From an optimization exercise on the open Yosys and OpenROAD flow, aimed at small area, a short achievable clock period and few clock cycles; shortcuts taken in it are not production practice. In this exercise RTL edits were held to simulation tests only and were not proved equivalent to the original.

== maple ==
// dcacheTop
module dcacheTop #(
	parameter int setBits = 3
) (
	input  logic        CLK,
	input  logic        nRST,
	input  logic        memRead,
	input  logic        memWrite,
	input  logic [31:0] memAddr,
	input  logic [31:0] memStore,
	input  logic        halt,
	output logic        hit,
	output logic [31:0] memLoad,
	output logic        flushed,
	output logic        ramRead,
	output logic        ramWrite,
	output logic [31:0] ramAddr,
	output logic [31:0] ramStore,
	input  logic [31:0] ramLoad,
	input  logic        ramWait
);
For scale: ~4100 cells after synthesis.
==> flow/config.mk <==
export PLATFORM = sky130hd
export DESIGN_NAME = dcacheTop
export DESIGN_NICKNAME = dcacheTop
export VERILOG_FILES = /design/flow/design.v
export SDC_FILE = /design/flow/constraint.sdc
export NUM_CORES = 4
export LEC_CHECK = 0
export CAP_MARGIN = 20
export CORE_MARGIN = 2
export CORE_UTILIZATION = 65
export CTS_BUF_LIST = sky130_fd_sc_hd__clkbuf_8
export CTS_CLUSTER_DIAMETER = 60
export CTS_CLUSTER_SIZE = 14
export PLACE_DENSITY = 0.8
export SETUP_SLACK_MARGIN = 5.0
export SLEW_MARGIN = 20
export TNS_END_PERCENT = 0
==> flow/constraint.sdc <==
create_clock -name core_clock -period 8.0 [get_ports {CLK}]
set_input_delay 1.6000 -clock core_clock [delete_from_list [all_inputs] [get_ports {CLK}]]
set_output_delay 1.6000 -clock core_clock [all_outputs]
set_load 0.01 [all_outputs]
standard.sh (not shown) runs the stock make flow with config.mk's settings and CLKGATE_MAP_FILE= SYNTH_SCRIPT=/design/flow/synth_recipe.tcl, a recipe that flattens the netlist after the stock synthesis.
==> flow/flow/run.sh <==
#!/bin/bash
# Standard layout, with two changes: timing repair may resize cells
# across footprints, and the port buffers start as buf_2 cells.
set -euo pipefail
bash standard.sh MATCH_CELL_FOOTPRINT=0 \
	"BUFFER_PORTS_ARGS=-buffer_cell sky130_fd_sc_hd__buf_2" \
	finish > flow_make.log 2>&1
maple did not stop at any stage, and its layout met the timing, DRC and antenna checks.
Testbench counts of maple, summed over its fixed seeds: cycles 36,210.
The following lists how birch was set up differently from maple:
diff --git a/flow/design.v b/flow/design.v
--- a/flow/design.v
+++ b/flow/design.v
@@ -18,12 +18,13 @@
 	input  logic        dataWe,
 	input  logic        dataWay,
 	input  logic        dataWord,
 	input  logic [31:0] dataIn,
 	input  logic        fillDone,
 	input  logic        fillDirty,
+	input  logic [31-3-setBits:0] fillTag,
 	input  logic        fillWay,
 	input  logic        setDirty,
 	input  logic        clearDirty,
 	input  logic [setBits:0] clearFrame,
 	input  logic        touch,
 	input  logic        touchWay
@@ -86,13 +87,13 @@
 	end
 	always_ff @(posedge CLK) begin
 		if (dataWe) begin
 			data[{dataWay, reqIdx, dataWord}] <= dataIn;
 		end
 		if (fillDone) begin
-			tags[{fillWay, reqIdx}] <= reqTag;
+			tags[{fillWay, reqIdx}] <= fillTag;
 		end
 	end
 endmodule
 `timescale 1ns/1ps
 module cacheController #(
 	parameter int setBits = 3
@@ -126,21 +127,23 @@
 	output logic        dataWe,
 	output logic        dataWay,
 	output logic        dataWord,
 	output logic [31:0] dataIn,
 	output logic        fillDone,
 	output logic        fillDirty,
+	output logic [31-3-setBits:0] fillTag,
 	output logic        fillWay,
 	output logic        setDirty,
 	output logic        clearDirty,
 	output logic [setBits:0] clearFrame,
 	output logic        touch,
 	output logic        touchWay
 );
 	localparam int idxLo = 3;
 	localparam int sets  = 1 << setBits;
+	localparam int tagLo = idxLo + setBits;
 	logic        hitQ;
 	logic        flushedQ;
 	logic        readQ;
 	logic        writeQ;
 	logic [31:2] addrQ;
 	logic [31:0] word0Q;
@@ -174,13 +177,15 @@
 	logic firstRead;
 	logic lastRead;
 	logic flushStart;
 	logic flushNext;
 	logic loadWord;
 	logic loadAddr;
-	logic [31:2] nextAddr;
+	logic loadTag;
+	logic [31:tagLo] nextTag;
+	logic nextWordBit;
 	assign hit      = hitQ || (finalQ && !ramWait);
 	assign flushed  = flushedQ;
 	assign ramRead  = readQ;
 	assign ramWrite = writeQ;
 	assign ramAddr  = {addrQ, 2'b00};
 	assign ramStore = word0Q | word1Q;
@@ -227,27 +232,24 @@
 	assign tagWay = flushMode ? flushPtr[setBits] : replWay;
 	assign take1 = flushMode ? flushPtr[setBits]
 		: (idle ? (wayHit[1] || (!wayHit[0] && replWay)) : replWay);
 	assign take0 = flushMode ? !flushPtr[setBits]
 		: (idle ? (wayHit[0] || (!wayHit[1] && !replWay)) : !replWay);
 	assign loadWord = start || nextWrite || firstRead || flushStart || flushNext;
-	assign loadAddr = start || nextWrite || nextRead
-		|| (readQ && advance) || flushStart || flushNext;
-	always_comb begin
-		if (flushMode || (idle && victimDirty) || nextWrite) begin
-			nextAddr = {rdTag, rdIdx, rdWord};
-		end else begin
-			nextAddr = {memAddr[31:idxLo], memAddr[2] ^ readQ};
-		end
-	end
+	assign loadTag  = start || nextRead || flushStart || flushNext;
+	assign loadAddr = loadTag || nextWrite || (readQ && advance);
+	assign nextTag  = (flushMode || (idle && victimDirty)) ? rdTag : memAddr[31:tagLo];
+	assign nextWordBit = flushMode ? (writeQ && !secondQ)
+		: (memAddr[2] ^ (readQ || (writeQ && !secondQ)));
 	assign dataWe   = (readQ && advance) || (hitQ && memWrite);
 	assign dataWay  = selQ;
 	assign dataWord = hitQ ? memAddr[2] : addrQ[2];
 	assign dataIn   = (hitQ || (!secondQ && memWrite)) ? memStore : ramLoad;
 	assign fillDone = lastRead;
 	assign fillDirty = memWrite;
+	assign fillTag   = addrQ[31:tagLo];
 	assign fillWay  = selQ;
 	assign setDirty = hitQ && memWrite;
 	assign touch    = hitQ || lastRead;
 	assign touchWay = selQ;
 	assign clearDirty = flushMode && writeQ && secondQ && advance;
 	assign clearFrame = flushFrame;
@@ -304,14 +306,18 @@
 			upValid    <= afterUpValid;
 		end
 		if (loadWord) begin
 			word0Q <= firstRead ? ramLoad : (rd0 & {32{take0}});
 			word1Q <= firstRead ? '0 : (rd1 & {32{take1}});
 		end
+		if (loadTag) begin
+			addrQ[31:tagLo] <= nextTag;
+			addrQ[tagLo-1:idxLo] <= rdIdx;
+		end
 		if (loadAddr) begin
-			addrQ <= nextAddr;
+			addrQ[2] <= nextWordBit;
 		end
 	end
 endmodule
 `timescale 1ns/1ps
 module dcacheTop #(
 	parameter int setBits = 3
@@ -346,12 +352,13 @@
 	logic                              dataWe;
 	logic                              dataWay;
 	logic                              dataWord;
 	logic [31:0]                       dataIn;
 	logic                              fillDone;
 	logic                              fillDirty;
+	logic [31-3-setBits:0]             fillTag;
 	logic                              fillWay;
 	logic                              setDirty;
 	logic                              clearDirty;
 	logic [setBits:0]                  clearFrame;
 	logic                              touch;
 	logic                              touchWay;
@@ -372,12 +379,13 @@
 		.dataWe      (dataWe),
 		.dataWay     (dataWay),
 		.dataWord    (dataWord),
 		.dataIn      (dataIn),
 		.fillDone    (fillDone),
 		.fillDirty   (fillDirty),
+		.fillTag     (fillTag),
 		.fillWay     (fillWay),
 		.setDirty    (setDirty),
 		.clearDirty  (clearDirty),
 		.clearFrame  (clearFrame),
 		.touch       (touch),
 		.touchWay    (touchWay)
@@ -412,12 +420,13 @@
 		.dataWe      (dataWe),
 		.dataWay     (dataWay),
 		.dataWord    (dataWord),
 		.dataIn      (dataIn),
 		.fillDone    (fillDone),
 		.fillDirty   (fillDirty),
+		.fillTag     (fillTag),
 		.fillWay     (fillWay),
 		.setDirty    (setDirty),
 		.clearDirty  (clearDirty),
 		.clearFrame  (clearFrame),
 		.touch       (touch),
 		.touchWay    (touchWay)
==> notes.md <==
In summary, birch completed successfully, with a layout that passed the timing, DRC and antenna checks.
Taking maple as the reference point, the number of global-route vias before repair of birch rises by about 1%.
Re floorplan die area: maple and birch aren't equal, and the higher value belongs to birch.
birch vs maple — final worst-path cycle share rose 0.19 points.
Per the comparison of birch with maple, design area increased 1.0%, fraction of standard cell area that is sequential now sits lower.
birch ends up with a clock period minus final worst setup slack that is 0.015 ns higher than in maple.
Going from maple to birch, the synthesized cell count was found to have gone up by about 0.36%.
Testbench counts of birch, summed over its fixed seeds: cycles 36,210.

==> what the ideal ports hide <==
In the flow no input, the clock included, has a driving cell. The finished layouts below were timed again as built, in two steps.
Step 1: set_driving_cell puts a clkbuf_16 on CLK and a buf_2 on each other input, an assumption about the parent block.
Step 2 times the ports against the registers' clock, not the clock port: input delays grow and output delays shrink by t, the midpoint of the rising clock arrivals with the driver on.
Slacks: no drivers / after step 1 / after step 2; pairs: no drivers / after step 1.
run | t (ns) | setup slack, ns | hold WS [ns]
maple | 0.927 | 4.266 / 4.266 / 3.338 | 0.488 / 0.488 / 0.488
birch | 0.943 | 4.251 / 4.273 / 3.342 | 0.497 / 0.497 / 0.497
After both steps setup and hold are still met in every run listed. For maple, which loses most, drivers alone change the setup slack by 0.000 ns; drivers and shift together by -0.928 ns.
